What follows belongs to an exercise in optimizing a design on an open flow for small area and a short achievable clock period; a production flow would make more cautious choices.
Where RTL was checked, it was by simulation tests only, not by an equivalence proof against the original.
The clock input has no modelled driver; a real chip could not lean on it and would need a root buffer or a full tree.
No activity file was given, so power comes from the tool's default toggle rates.

==> inputs of v9 <==
==> flow/design.v <==
`timescale 1ns/10ps
module ahb_slave_decode
(
	input logic tb_HCLK,
	input logic reset,
	input logic hsel,
	input logic [31:0] haddr,
	input logic [1:0] htrans,
	input logic hwrite,
	input logic tx_fifo_empty,
	output logic hready,
	output logic hresp,
	output logic hi_zero,
	output logic rd_strobe_lo,
	output logic rd_zero,
	output logic tx_pop_lo,
	output logic [3:0] hold_we,
	output logic is_encrypt_pulse,
	output logic is_decrypt_pulse
);
	logic is_status;
	logic is_enc;
	logic is_dec;
	logic is_block;
	logic is_tx;
	logic legal;
	logic accepted;
	logic wr_ok;
	logic dp_write;
	logic err_first;
	assign hi_zero = (haddr[31:8] == 24'd0);
	assign is_status = hi_zero && (haddr[7:2] == 6'd0);
	assign is_enc = hi_zero && (haddr[7:2] == 6'd1);
	assign is_dec = hi_zero && (haddr[7:2] == 6'd2);
	assign is_block = hi_zero && !haddr[7] && ((haddr[6:4] == 3'b001) || haddr[6]);
	assign is_tx = hi_zero && haddr[7];
	assign legal = hwrite ? (is_enc || is_dec || is_block)
		: (is_status || (is_tx && !tx_fifo_empty));
	assign accepted = hsel && htrans[1] && !err_first;
	assign wr_ok = accepted && hwrite;
	always_ff @(posedge tb_HCLK)
	begin
		if (reset)
		begin
			hready <= 1'b1;
			err_first <= 1'b0;
			hresp <= 1'b0;
			dp_write <= 1'b0;
			hold_we <= '0;
			is_encrypt_pulse <= 1'b0;
			is_decrypt_pulse <= 1'b0;
		end
		else
		begin
			hready <= !(accepted && !legal);
			err_first <= accepted && !legal;
			hresp <= (accepted && !legal) || err_first;
			dp_write <= wr_ok && legal;
			for (int i = 0; i < 4; i++)
				hold_we[i] <= wr_ok && is_block && (haddr[3:2] == 2'(i));
			is_encrypt_pulse <= wr_ok && is_enc;
			is_decrypt_pulse <= wr_ok && is_dec;
		end
	end
	assign rd_strobe_lo = accepted && !hwrite
		&& ((haddr[7:2] == 6'd0) || (haddr[7] && !tx_fifo_empty));
	assign rd_zero = dp_write;
	assign tx_pop_lo = accepted && !hwrite && !dp_write && haddr[7] && !tx_fifo_empty
		&& (haddr[3:2] == 2'd3);
endmodule
`timescale 1ns/10ps
module block_assembler
(
	input logic tb_HCLK,
	input logic reset,
	input logic [3:0] hold_we,
	input logic [31:0] hwdata,
	output logic push,
	output logic [127:0] block
);
	logic [31:0] words_q [3];
	always_ff @(posedge tb_HCLK)
	begin
		for (int i = 0; i < 3; i++)
		begin
			if (reset)
				words_q[i] <= '0;
			else if (hold_we[i])
				words_q[i] <= hwdata;
		end
	end
	assign block = {words_q[0], words_q[1], words_q[2], hwdata};
	assign push = hold_we[3];
endmodule
`timescale 1ns/10ps
module block_fifo
(
	input logic tb_HCLK,
	input logic reset,
	input logic push,
	input logic [127:0] push_data,
	input logic pop_hi,
	input logic pop_lo,
	input logic [1:0] word_index,
	output logic [31:0] head_word,
	output logic full,
	output logic empty,
	output logic full_out,
	output logic empty_out
);
	logic [127:0] mem [4];
	logic [3:0] wr_sel;
	logic [3:0] rd_sel;
	logic [4:0] cnt;
	logic do_push;
	logic [4:0] cnt_if_pop;
	logic [4:0] cnt_if_no_pop;
	logic [4:0] cnt_if_hi;
	logic [3:0] rd_sel_if_hi;
	assign do_push = push && !full;
	assign cnt_if_pop = do_push ? cnt : {1'b0, cnt[4:1]};
	assign cnt_if_no_pop = do_push ? {cnt[3:0], 1'b0} : cnt;
	assign cnt_if_hi = pop_lo ? cnt_if_pop : cnt_if_no_pop;
	assign rd_sel_if_hi = pop_lo ? {rd_sel[2:0], rd_sel[3]} : rd_sel;
	always_ff @(posedge tb_HCLK)
	begin
		for (int i = 0; i < 4; i++)
			if (wr_sel[i] && !full)
				mem[i] <= push_data;
	end
	always_ff @(posedge tb_HCLK)
	begin
		if (reset)
		begin
			wr_sel <= 4'b0001;
			rd_sel <= 4'b0001;
			cnt <= 5'b00001;
			full_out <= 1'b0;
			empty_out <= 1'b1;
		end
		else
		begin
			if (do_push)
				wr_sel <= {wr_sel[2:0], wr_sel[3]};
			rd_sel <= pop_hi ? rd_sel_if_hi : rd_sel;
			cnt <= pop_hi ? cnt_if_hi : cnt_if_no_pop;
			full_out <= (pop_hi && pop_lo) ? 1'b0 : (full_out || (cnt[3] && do_push));
			empty_out <= do_push ? 1'b0 : (empty_out || (cnt[1] && pop_hi && pop_lo));
		end
	end
	assign full = cnt[4];
	assign empty = cnt[0];
	always_comb
	begin
		head_word = '0;
		for (int i = 0; i < 4; i++)
			for (int w = 0; w < 4; w++)
				if (rd_sel[i] && word_index == 2'(w))
					head_word = head_word | mem[i][127-32*w -: 32];
	end
endmodule
module rcv_block_fifo
(
	input logic tb_HCLK,
	input logic reset,
	input logic push,
	input logic [127:0] push_data,
	input logic pop,
	output logic [127:0] head,
	output logic full,
	output logic empty,
	output logic full_out,
	output logic empty_out
);
	logic [127:0] ring [3];
	logic [2:0] wr_sel;
	logic [2:0] rd_sel;
	logic [4:0] cnt;
	logic [4:0] cnt_next;
	logic one;
	logic more;
	logic do_push;
	logic do_pop;
	logic head_load;
	logic ring_write;
	logic [127:0] ring_head;
	assign one = cnt[1];
	assign do_push = push && !full;
	assign do_pop = pop && !empty;
	assign head_load = empty || pop;
	assign ring_write = do_push && !empty && !(one && pop);
	always_comb
	begin
		ring_head = '0;
		for (int i = 0; i < 3; i++)
			if (rd_sel[i])
				ring_head = ring_head | ring[i];
	end
	always_ff @(posedge tb_HCLK)
	begin
		if (reset)
			head <= '0;
		else if (head_load)
			head <= more ? ring_head : push_data;
	end
	always_ff @(posedge tb_HCLK)
	begin
		for (int i = 0; i < 3; i++)
			if (wr_sel[i] && !full)
				ring[i] <= push_data;
	end
	always_comb
	begin
		cnt_next = cnt;
		if (do_push && !do_pop)
			cnt_next = {cnt[3:0], 1'b0};
		else if (do_pop && !do_push)
			cnt_next = {1'b0, cnt[4:1]};
	end
	always_ff @(posedge tb_HCLK)
	begin
		if (reset)
		begin
			wr_sel <= 3'b001;
			rd_sel <= 3'b001;
			cnt <= 5'b00001;
			more <= 1'b0;
			full_out <= 1'b0;
			empty_out <= 1'b1;
		end
		else
		begin
			if (ring_write)
				wr_sel <= {wr_sel[1:0], wr_sel[2]};
			if (do_pop && more)
				rd_sel <= {rd_sel[1:0], rd_sel[2]};
			cnt <= cnt_next;
			more <= cnt_next[2] || cnt_next[3] || cnt_next[4];
			full_out <= do_pop ? 1'b0 : (full_out || (cnt[3] && do_push));
			empty_out <= do_push ? 1'b0 : (empty_out || (cnt[1] && do_pop));
		end
	end
	assign full = cnt[4];
	assign empty = cnt[0];
endmodule
`timescale 1ns/10ps
module slave_regs
(
	input logic tb_HCLK,
	input logic reset,
	input logic [3:0] status,
	input logic [31:0] tx_word,
	input logic rcv_full,
	input logic rcv_empty,
	input logic tx_full,
	input logic tx_empty,
	input logic hi_zero,
	input logic rd_strobe_lo,
	input logic rd_zero,
	input logic rd_tx_region,
	output logic [31:0] hrdata
);
	logic [31:0] status_word;
	logic load;
	logic take_tx;
	logic take_status;
	logic keep;
	assign status_word = {24'd0, rcv_empty, rcv_full, tx_empty, tx_full, status};
	assign load = hi_zero && rd_strobe_lo;
	assign take_tx = !reset && load && !rd_zero && rd_tx_region;
	assign take_status = !reset && load && !rd_zero && !rd_tx_region;
	assign keep = !reset && !load;
	always_ff @(posedge tb_HCLK)
		hrdata <= ({32{take_tx}} & tx_word) | ({32{take_status}} & status_word) | ({32{keep}} & hrdata);
endmodule
`timescale 1ns/10ps
module ahb_block_port
#(
	parameter int RCV_DEPTH = 4,
	parameter int TX_DEPTH = 4
)
(
	input logic tb_HCLK,
	input logic reset,
	input logic hsel,
	input logic [31:0] haddr,
	input logic [1:0] htrans,
	input logic hwrite,
	input logic [31:0] hwdata,
	input logic [3:0] status,
	input logic [127:0] data_in,
	input logic tx_enq,
	input logic rcv_deq,
	output logic [31:0] hrdata,
	output logic hready,
	output logic hresp,
	output logic is_encrypt_pulse,
	output logic is_decrypt_pulse,
	output logic [127:0] rcv_fifo_out,
	output logic tx_fifo_full,
	output logic tx_fifo_empty,
	output logic rcv_fifo_full,
	output logic rcv_fifo_empty
);
	logic hi_zero;
	logic rd_strobe_lo;
	logic rd_zero;
	logic tx_pop_lo;
	logic [3:0] hold_we;
	logic rcv_push;
	logic [127:0] rcv_block;
	logic [31:0] tx_word;
	logic rcv_full;
	logic rcv_empty;
	logic tx_full;
	logic tx_empty;
	ahb_slave_decode decode_i
	(
		.tb_HCLK(tb_HCLK),
		.reset(reset),
		.hsel(hsel),
		.haddr(haddr),
		.htrans(htrans),
		.hwrite(hwrite),
		.tx_fifo_empty(tx_empty),
		.hready(hready),
		.hresp(hresp),
		.hi_zero(hi_zero),
		.rd_strobe_lo(rd_strobe_lo),
		.rd_zero(rd_zero),
		.tx_pop_lo(tx_pop_lo),
		.hold_we(hold_we),
		.is_encrypt_pulse(is_encrypt_pulse),
		.is_decrypt_pulse(is_decrypt_pulse)
	);
	block_assembler assembler_i
	(
		.tb_HCLK(tb_HCLK),
		.reset(reset),
		.hold_we(hold_we),
		.hwdata(hwdata),
		.push(rcv_push),
		.block(rcv_block)
	);
	slave_regs regs_i
	(
		.tb_HCLK(tb_HCLK),
		.reset(reset),
		.status(status),
		.tx_word(tx_word),
		.rcv_full(rcv_full),
		.rcv_empty(rcv_empty),
		.tx_full(tx_full),
		.tx_empty(tx_empty),
		.hi_zero(hi_zero),
		.rd_strobe_lo(rd_strobe_lo),
		.rd_zero(rd_zero),
		.rd_tx_region(haddr[7]),
		.hrdata(hrdata)
	);
	rcv_block_fifo rcv_fifo_i
	(
		.tb_HCLK(tb_HCLK),
		.reset(reset),
		.push(rcv_push),
		.push_data(rcv_block),
		.pop(rcv_deq),
		.head(rcv_fifo_out),
		.full(rcv_full),
		.empty(rcv_empty),
		.full_out(rcv_fifo_full),
		.empty_out(rcv_fifo_empty)
	);
	block_fifo tx_fifo_i
	(
		.tb_HCLK(tb_HCLK),
		.reset(reset),
		.push(tx_enq),
		.push_data(data_in),
		.pop_hi(hi_zero),
		.pop_lo(tx_pop_lo),
		.word_index(haddr[3:2]),
		.head_word(tx_word),
		.full(tx_full),
		.empty(tx_empty),
		.full_out(tx_fifo_full),
		.empty_out(tx_fifo_empty)
	);
endmodule
==> flow/flow/run.sh <==
#!/bin/bash
export POST_CTS_TCL=$(pwd)/flow/post_cts.tcl
export SKIP_CTS_REPAIR_TIMING=1
export BUFFER_PORTS_ARGS="-buffer_cell sky130_fd_sc_hd__buf_2"
bash standard.sh > standard.log 2>&1
==> flow/flow/post_cts.tcl <==
set block [ord::get_db_block]
set port_net [$block findNet tb_HCLK]
set loads [$port_net getITerms]
if {[llength $loads] == 1} {
  set root [[lindex $loads 0] getInst]
  set out_net [[$root findITerm X] getNet]
  set sinks {}
  foreach it [$out_net getITerms] {
    if {[$it getInst] ne $root} { lappend sinks $it }
  }
  if {[string match "sky130_fd_sc_hd__clkbuf*" [[$root getMaster] getName]] && [llength $sinks] <= 4} {
    puts "post_cts: removing root clock buffer [$root getName] driving [llength $sinks] pins"
    foreach it $sinks {
      $it disconnect
      $it connect $port_net
    }
    odb::dbInst_destroy $root
    odb::dbNet_destroy $out_net
  } else {
    puts "post_cts: root clock buffer kept ([llength $sinks] pins)"
  }
}
estimate_parasitics -placement
report_clock_latency
repair_timing_helper
detailed_placement
check_placement -verbose
==> flow/standard.sh <==
#!/bin/bash
# synth_recipe.tcl (not shown) runs the flow's synth.tcl, then flattens the netlist and writes it again
# the make line also repeats each setting of config.mk as NAME=value (left out here)
make -C /OpenROAD-flow-scripts/flow DESIGN_CONFIG=/design/flow/config.mk WORK_HOME=/design/flow/orfs CLKGATE_MAP_FILE= SYNTH_SCRIPT=/design/flow/synth_recipe.tcl "${@:-finish}"
==> flow/config.mk <==
export PLATFORM = sky130hd
export DESIGN_NAME = ahb_block_port
export DESIGN_NICKNAME = ahb_block_port
export VERILOG_FILES = /design/flow/design.v
export SDC_FILE = /design/flow/constraint.sdc
export NUM_CORES = 4
export LEC_CHECK = 0
export ABC_AREA = 1
export CAP_MARGIN = 20
export CORE_MARGIN = 2
export CORE_UTILIZATION = 40
export CTS_CLUSTER_DIAMETER = 150
export CTS_CLUSTER_SIZE = 25
export SETUP_SLACK_MARGIN = 1.55
export SLEW_MARGIN = 20
==> flow/constraint.sdc <==
create_clock -name core_clock -period 3.2 [get_ports {tb_HCLK}]
set_input_delay 0.6400 -clock core_clock [delete_from_list [all_inputs] [get_ports {tb_HCLK}]]
set_output_delay 0.6400 -clock core_clock [all_outputs]
set_load 0.01 [all_outputs]
==> v35 (differences from v9) <==
--- a/flow/design.v
+++ b/flow/design.v
@@ -17,2 +17,3 @@
 	output logic [3:0] hold_we,
+	output logic [2:0] hold_keep,
 	output logic is_encrypt_pulse,
@@ -49,2 +50,3 @@
 			hold_we <= '0;
+			hold_keep <= '1;
 			is_encrypt_pulse <= 1'b0;
@@ -60,2 +62,4 @@
 				hold_we[i] <= wr_ok && is_block && (haddr[3:2] == 2'(i));
+			for (int i = 0; i < 3; i++)
+				hold_keep[i] <= !(wr_ok && is_block && (haddr[3:2] == 2'(i)));
 			is_encrypt_pulse <= wr_ok && is_enc;
@@ -76,2 +80,3 @@
 	input logic [3:0] hold_we,
+	input logic [2:0] hold_keep,
 	input logic [31:0] hwdata,
@@ -84,8 +89,3 @@
 		for (int i = 0; i < 3; i++)
-		begin
-			if (reset)
-				words_q[i] <= '0;
-			else if (hold_we[i])
-				words_q[i] <= hwdata;
-		end
+			words_q[i] <= reset ? '0 : (({32{hold_we[i]}} & hwdata) | ({32{hold_keep[i]}} & words_q[i]));
 	end
@@ -179,2 +179,4 @@
 	logic [4:0] cnt_next;
+	logic [4:0] cnt_if_no_pop;
+	logic [4:0] cnt_if_pop;
 	logic one;
@@ -211,10 +213,5 @@
 	end
-	always_comb
-	begin
-		cnt_next = cnt;
-		if (do_push && !do_pop)
-			cnt_next = {cnt[3:0], 1'b0};
-		else if (do_pop && !do_push)
-			cnt_next = {1'b0, cnt[4:1]};
-	end
+	assign cnt_if_no_pop = do_push ? {cnt[3:0], 1'b0} : cnt;
+	assign cnt_if_pop = empty ? cnt_if_no_pop : (do_push ? cnt : {1'b0, cnt[4:1]});
+	assign cnt_next = pop ? cnt_if_pop : cnt_if_no_pop;
 	always_ff @(posedge tb_HCLK)
@@ -309,2 +306,3 @@
 	logic [3:0] hold_we;
+	logic [2:0] hold_keep;
 	logic rcv_push;
@@ -332,2 +330,3 @@
 		.hold_we(hold_we),
+		.hold_keep(hold_keep),
 		.is_encrypt_pulse(is_encrypt_pulse),
@@ -340,2 +339,3 @@
 		.hold_we(hold_we),
+		.hold_keep(hold_keep),
 		.hwdata(hwdata),
==> flow/flow/run.sh (replaced) <==
#!/bin/bash
# Standard layout with these changes:
#  - ports are buffered with buf_2 instead of the delay-cell buffers buffer_ports picks by
#    default, and the data inputs that only feed register data pins drop to buf_1 before
#    repair_design (pre_resize.tcl);
#  - CTS runs without dummy loads;
#  - CTS's own timing repair is skipped and done in the post-CTS hook, on the final tree.
# Each tool's log stays in orfs/logs; standard.log holds make's output.
export POST_CTS_TCL=$(pwd)/flow/post_cts.tcl
export PRE_RESIZE_TCL=$(pwd)/flow/pre_resize.tcl
export SKIP_CTS_REPAIR_TIMING=1
export BUFFER_PORTS_ARGS="-buffer_cell sky130_fd_sc_hd__buf_2"
export CTS_ARGS="-sink_clustering_enable -repair_clock_nets -sink_clustering_size 25 -sink_clustering_max_diameter 150 -dont_use_dummy_load"
bash standard.sh > standard.log 2>&1
==> flow/flow/pre_resize.tcl (new file) <==
# The data inputs that only feed register data pins (data_in, hwdata, status) are buffered
# with buf_1; repair_design, which follows, resizes any that must be stronger. The other
# ports keep buf_2.
set block [ord::get_db_block]
set buf1 [[ord::get_db] findMaster sky130_fd_sc_hd__buf_1]
set n 0
foreach bterm [$block getBTerms] {
  set name [$bterm getName]
  if {[$bterm getIoType] ne "INPUT"} { continue }
  if {![regexp {^(data_in|hwdata|status)\[} $name]} { continue }
  foreach it [[$bterm getNet] getITerms] {
    set inst [$it getInst]
    if {[string match "input*" [$inst getName]] && [[$inst getMaster] getName] eq "sky130_fd_sc_hd__buf_2"} {
      $inst swapMaster $buf1
      incr n
    }
  }
}
puts "pre_resize: $n input buffers set to buf_1"
--- a/flow/config.mk
+++ b/flow/config.mk
@@ -10,5 +10,6 @@
 export CORE_MARGIN = 2
-export CORE_UTILIZATION = 40
+export CORE_UTILIZATION = 65
 export CTS_CLUSTER_DIAMETER = 150
 export CTS_CLUSTER_SIZE = 25
+export PLACE_DENSITY = 0.74
 export SETUP_SLACK_MARGIN = 1.55
==> v29 (differences from v9) <==
--- a/flow/design.v
+++ b/flow/design.v
@@ -12,6 +12,6 @@
 	output logic hresp,
-	output logic hi_zero,
-	output logic rd_strobe_lo,
-	output logic rd_zero,
-	output logic tx_pop_lo,
+	output logic rd_strobe,
+	output logic rd_status,
+	output logic rd_tx,
+	output logic tx_pop,
 	output logic [3:0] hold_we,
@@ -20,2 +20,3 @@
 );
+	logic hi_zero;
 	logic is_status;
@@ -29,3 +30,2 @@
 	logic dp_write;
-	logic err_first;
 	assign hi_zero = (haddr[31:8] == 24'd0);
@@ -38,3 +38,3 @@
 		: (is_status || (is_tx && !tx_fifo_empty));
-	assign accepted = hsel && htrans[1] && !err_first;
+	assign accepted = hsel && htrans[1] && hready;
 	assign wr_ok = accepted && hwrite;
@@ -45,3 +45,2 @@
 			hready <= 1'b1;
-			err_first <= 1'b0;
 			hresp <= 1'b0;
@@ -55,4 +54,3 @@
 			hready <= !(accepted && !legal);
-			err_first <= accepted && !legal;
-			hresp <= (accepted && !legal) || err_first;
+			hresp <= (accepted && !legal) || !hready;
 			dp_write <= wr_ok && legal;
@@ -64,7 +62,6 @@
 	end
-	assign rd_strobe_lo = accepted && !hwrite
-		&& ((haddr[7:2] == 6'd0) || (haddr[7] && !tx_fifo_empty));
-	assign rd_zero = dp_write;
-	assign tx_pop_lo = accepted && !hwrite && !dp_write && haddr[7] && !tx_fifo_empty
-		&& (haddr[3:2] == 2'd3);
+	assign rd_strobe = accepted && !hwrite && legal;
+	assign rd_status = !dp_write && is_status;
+	assign rd_tx = !dp_write && is_tx;
+	assign tx_pop = rd_strobe && rd_tx && (haddr[3:2] == 2'd3);
 endmodule
@@ -101,4 +98,3 @@
 	input logic [127:0] push_data,
-	input logic pop_hi,
-	input logic pop_lo,
+	input logic pop,
 	input logic [1:0] word_index,
@@ -106,5 +102,3 @@
 	output logic full,
-	output logic empty,
-	output logic full_out,
-	output logic empty_out
+	output logic empty
 );
@@ -115,11 +109,5 @@
 	logic do_push;
-	logic [4:0] cnt_if_pop;
-	logic [4:0] cnt_if_no_pop;
-	logic [4:0] cnt_if_hi;
-	logic [3:0] rd_sel_if_hi;
+	logic do_pop;
 	assign do_push = push && !full;
-	assign cnt_if_pop = do_push ? cnt : {1'b0, cnt[4:1]};
-	assign cnt_if_no_pop = do_push ? {cnt[3:0], 1'b0} : cnt;
-	assign cnt_if_hi = pop_lo ? cnt_if_pop : cnt_if_no_pop;
-	assign rd_sel_if_hi = pop_lo ? {rd_sel[2:0], rd_sel[3]} : rd_sel;
+	assign do_pop = pop && !empty;
 	always_ff @(posedge tb_HCLK)
@@ -127,3 +115,3 @@
 		for (int i = 0; i < 4; i++)
-			if (wr_sel[i] && !full)
+			if (push && !full && wr_sel[i])
 				mem[i] <= push_data;
@@ -137,4 +125,2 @@
 			cnt <= 5'b00001;
-			full_out <= 1'b0;
-			empty_out <= 1'b1;
 		end
@@ -144,6 +130,8 @@
 				wr_sel <= {wr_sel[2:0], wr_sel[3]};
-			rd_sel <= pop_hi ? rd_sel_if_hi : rd_sel;
-			cnt <= pop_hi ? cnt_if_hi : cnt_if_no_pop;
-			full_out <= (pop_hi && pop_lo) ? 1'b0 : (full_out || (cnt[3] && do_push));
-			empty_out <= do_push ? 1'b0 : (empty_out || (cnt[1] && pop_hi && pop_lo));
+			if (do_pop)
+				rd_sel <= {rd_sel[2:0], rd_sel[3]};
+			if (do_push && !do_pop)
+				cnt <= {cnt[3:0], 1'b0};
+			else if (do_pop && !do_push)
+				cnt <= {1'b0, cnt[4:1]};
 		end
@@ -170,5 +158,3 @@
 	output logic full,
-	output logic empty,
-	output logic full_out,
-	output logic empty_out
+	output logic empty
 );
@@ -178,3 +164,2 @@
 	logic [4:0] cnt;
-	logic [4:0] cnt_next;
 	logic one;
@@ -187,5 +172,6 @@
 	assign one = cnt[1];
+	assign more = cnt[2] || cnt[3] || cnt[4];
 	assign do_push = push && !full;
 	assign do_pop = pop && !empty;
-	assign head_load = empty || pop;
+	assign head_load = pop ? (do_push || more) : (empty && push);
 	assign ring_write = do_push && !empty && !(one && pop);
@@ -200,21 +186,8 @@
 	begin
-		if (reset)
-			head <= '0;
-		else if (head_load)
+		if (head_load)
 			head <= more ? ring_head : push_data;
-	end
-	always_ff @(posedge tb_HCLK)
-	begin
 		for (int i = 0; i < 3; i++)
-			if (wr_sel[i] && !full)
+			if (ring_write && wr_sel[i])
 				ring[i] <= push_data;
 	end
-	always_comb
-	begin
-		cnt_next = cnt;
-		if (do_push && !do_pop)
-			cnt_next = {cnt[3:0], 1'b0};
-		else if (do_pop && !do_push)
-			cnt_next = {1'b0, cnt[4:1]};
-	end
 	always_ff @(posedge tb_HCLK)
@@ -226,5 +199,2 @@
 			cnt <= 5'b00001;
-			more <= 1'b0;
-			full_out <= 1'b0;
-			empty_out <= 1'b1;
 		end
@@ -236,6 +206,6 @@
 				rd_sel <= {rd_sel[1:0], rd_sel[2]};
-			cnt <= cnt_next;
-			more <= cnt_next[2] || cnt_next[3] || cnt_next[4];
-			full_out <= do_pop ? 1'b0 : (full_out || (cnt[3] && do_push));
-			empty_out <= do_push ? 1'b0 : (empty_out || (cnt[1] && do_pop));
+			if (do_push && !do_pop)
+				cnt <= {cnt[3:0], 1'b0};
+			else if (do_pop && !do_push)
+				cnt <= {1'b0, cnt[4:1]};
 		end
@@ -256,6 +226,5 @@
 	input logic tx_empty,
-	input logic hi_zero,
-	input logic rd_strobe_lo,
-	input logic rd_zero,
-	input logic rd_tx_region,
+	input logic rd_strobe,
+	input logic rd_status,
+	input logic rd_tx,
 	output logic [31:0] hrdata
@@ -263,13 +232,12 @@
 	logic [31:0] status_word;
-	logic load;
-	logic take_tx;
-	logic take_status;
-	logic keep;
+	logic [31:0] rd_word;
 	assign status_word = {24'd0, rcv_empty, rcv_full, tx_empty, tx_full, status};
-	assign load = hi_zero && rd_strobe_lo;
-	assign take_tx = !reset && load && !rd_zero && rd_tx_region;
-	assign take_status = !reset && load && !rd_zero && !rd_tx_region;
-	assign keep = !reset && !load;
+	assign rd_word = ({32{rd_status}} & status_word) | ({32{rd_tx}} & tx_word);
 	always_ff @(posedge tb_HCLK)
-		hrdata <= ({32{take_tx}} & tx_word) | ({32{take_status}} & status_word) | ({32{keep}} & hrdata);
+	begin
+		if (reset)
+			hrdata <= '0;
+		else if (rd_strobe)
+			hrdata <= rd_word;
+	end
 endmodule
@@ -304,6 +272,6 @@
 );
-	logic hi_zero;
-	logic rd_strobe_lo;
-	logic rd_zero;
-	logic tx_pop_lo;
+	logic rd_strobe;
+	logic rd_status;
+	logic rd_tx;
+	logic tx_pop;
 	logic [3:0] hold_we;
@@ -312,6 +280,2 @@
 	logic [31:0] tx_word;
-	logic rcv_full;
-	logic rcv_empty;
-	logic tx_full;
-	logic tx_empty;
 	ahb_slave_decode decode_i
@@ -324,9 +288,9 @@
 		.hwrite(hwrite),
-		.tx_fifo_empty(tx_empty),
+		.tx_fifo_empty(tx_fifo_empty),
 		.hready(hready),
 		.hresp(hresp),
-		.hi_zero(hi_zero),
-		.rd_strobe_lo(rd_strobe_lo),
-		.rd_zero(rd_zero),
-		.tx_pop_lo(tx_pop_lo),
+		.rd_strobe(rd_strobe),
+		.rd_status(rd_status),
+		.rd_tx(rd_tx),
+		.tx_pop(tx_pop),
 		.hold_we(hold_we),
@@ -350,10 +314,9 @@
 		.tx_word(tx_word),
-		.rcv_full(rcv_full),
-		.rcv_empty(rcv_empty),
-		.tx_full(tx_full),
-		.tx_empty(tx_empty),
-		.hi_zero(hi_zero),
-		.rd_strobe_lo(rd_strobe_lo),
-		.rd_zero(rd_zero),
-		.rd_tx_region(haddr[7]),
+		.rcv_full(rcv_fifo_full),
+		.rcv_empty(rcv_fifo_empty),
+		.tx_full(tx_fifo_full),
+		.tx_empty(tx_fifo_empty),
+		.rd_strobe(rd_strobe),
+		.rd_status(rd_status),
+		.rd_tx(rd_tx),
 		.hrdata(hrdata)
@@ -368,6 +331,4 @@
 		.head(rcv_fifo_out),
-		.full(rcv_full),
-		.empty(rcv_empty),
-		.full_out(rcv_fifo_full),
-		.empty_out(rcv_fifo_empty)
+		.full(rcv_fifo_full),
+		.empty(rcv_fifo_empty)
 	);
@@ -379,10 +340,7 @@
 		.push_data(data_in),
-		.pop_hi(hi_zero),
-		.pop_lo(tx_pop_lo),
+		.pop(tx_pop),
 		.word_index(haddr[3:2]),
 		.head_word(tx_word),
-		.full(tx_full),
-		.empty(tx_empty),
-		.full_out(tx_fifo_full),
-		.empty_out(tx_fifo_empty)
+		.full(tx_fifo_full),
+		.empty(tx_fifo_empty)
 	);
==> flow/run.sh (new file) <==
#!/bin/bash
# synth_recipe.tcl (not shown) runs the flow's synth.tcl, then flattens the netlist and writes it again
# the make line also repeats each setting of config.mk as NAME=value (left out here)
make -C /OpenROAD-flow-scripts/flow DESIGN_CONFIG=/design/flow/config.mk WORK_HOME=/design/flow/orfs CLKGATE_MAP_FILE= SYNTH_SCRIPT=/design/flow/synth_recipe.tcl finish
--- a/flow/config.mk
+++ b/flow/config.mk
@@ -7,3 +7,2 @@
 export LEC_CHECK = 0
-export ABC_AREA = 1
 export CAP_MARGIN = 20
@@ -11,5 +10,2 @@
 export CORE_UTILIZATION = 40
-export CTS_CLUSTER_DIAMETER = 150
-export CTS_CLUSTER_SIZE = 25
-export SETUP_SLACK_MARGIN = 1.55
 export SLEW_MARGIN = 20
removed: flow/flow/run.sh
removed: flow/flow/post_cts.tcl
removed: flow/standard.sh
==> run summary <==
- Against v9, the sequential cell count of v35 is higher by 3.
- Total power: v35 < v9 < v29.
- In sequential power, v35 and v29 hardly differ.
- First-iteration DRC count: v29 is higher than v9 (30%).
- Global-route usage, lowest first: v29, v9, v35.
- The highest clock skew belongs to v29, the lowest to v35.
- Against v35, the cell count of v29 is smaller by 12%.
- Setup slack: v35 > v9 > v29.
- Cell area, highest first: v29, v9, v35.
- Between v35 and v29, the lower non-clock buffer count is in v29 (gap 24).
- Of v35 and v29, v35 has the higher synthesized area (gap 3.2%, measured against v29).
==> figures <==
| quantity | v35 | v29 | v9 |
|---|---|---|---|
| Overall fraction of global-route tracks in use | 31.3% | 20.9% | 21.2% |
| Number of signal-net inverters in the final layout | 87 | 16 | 88 |
| Area inside the core boundary | 67500 um^2 | 107000 um^2 | 111000 um^2 |
| Max-slew headroom at the worst pin | 34.1% | 24.7% | 46.0% |
| Horizontal die dimension | 266 um | 333 um | 338 um |
| Sequential share of power | 67.5% | 54.5% | 65.5% |
| Post-route insts no fill | 5120 | 4521 | 5815 |
| Final sequential cell count | 1194 | 1185 | 1191 |
| Clock buf/inv share | 2.59% | 6.93% | 2.89% |
| Slowest stage cell on the critical path | sky130_fd_sc_hd__nor2_1 | sky130_fd_sc_hd__clkdlybuf4s50_1 | sky130_fd_sc_hd__dfxtp_1 |
| Cell count of the worst reg-to-reg path | 11 | 5 | 3 |
| Source of the worst hold timing path | data_in[121] | reset | data_in[124] |
| Run status | timing/DRC/antenna clean | timing/DRC/antenna clean | timing/DRC/antenna clean |
| Number of nets in the layout | 4445 | 3210 | 4483 |
| Met1 Usage GRT | 42.5% | 27.4% | 28.0% |
| Mean routed wirelength per cell | 22.9 um | 26.2 um | 22.3 um |
| Wire length on met1 | 44.2 mm | 47.4 mm | 53.1 mm |
| Smallest hold slack | 0.440 ns | 0.367 ns | 0.379 ns |
| IR drop worst, VDD | 0.516 mV | 0.503 mV | 0.456 mV |
| Iter 0 DRT Violations | 3522 | 3445 | 2657 |
| Library cell with the highest instance count after synthesis | sky130_fd_sc_hd__nand2_1 | sky130_fd_sc_hd__edfxtp_1 | sky130_fd_sc_hd__nand2_1 |
| Area share of buffers outside the clock network | 7.16% | 9.30% | 8.51% |
| Simple-gate share of the synthesized area | 17.0% | 4.50% | 17.0% |
For v29, only the layout was checked, not whether the RTL still works.

[port drivers added, routing unchanged]
No port has a modelled driver above. Below, the same layouts with a new extraction and two added sets of constraints.
Step 1 (the two cells are an assumption about what drives the block):
set clk [get_ports {tb_HCLK}]
set_driving_cell -lib_cell sky130_fd_sc_hd__clkbuf_16 $clk
set_driving_cell -lib_cell sky130_fd_sc_hd__buf_2 [delete_from_list [all_inputs] $clk]
Step 2 also shifts input and output timing later by t, the mid clock arrival at the registers, as if the neighbouring blocks saw the same clock.
a / b / c = ideal / step 1 / step 2; a / b = the first two.
| run | shift t [ns] | setup WS [ns] | worst setup path after step 2 |
|---|---|---|---|
| v9 | 0.599 | 1.493 / 1.420 / 1.060 | input to register |
| v35 | 0.570 | 1.554 / 1.432 / 1.068 | input to register |
| v29 | 0.771 | 0.620 / 0.577 / -0.100 | input to register |
Met with ideal ports but missed after step 2: setup timing in v29. The setup slack of v29, which loses most, moves by -0.043 ns with the drivers and by -0.720 ns with both steps.
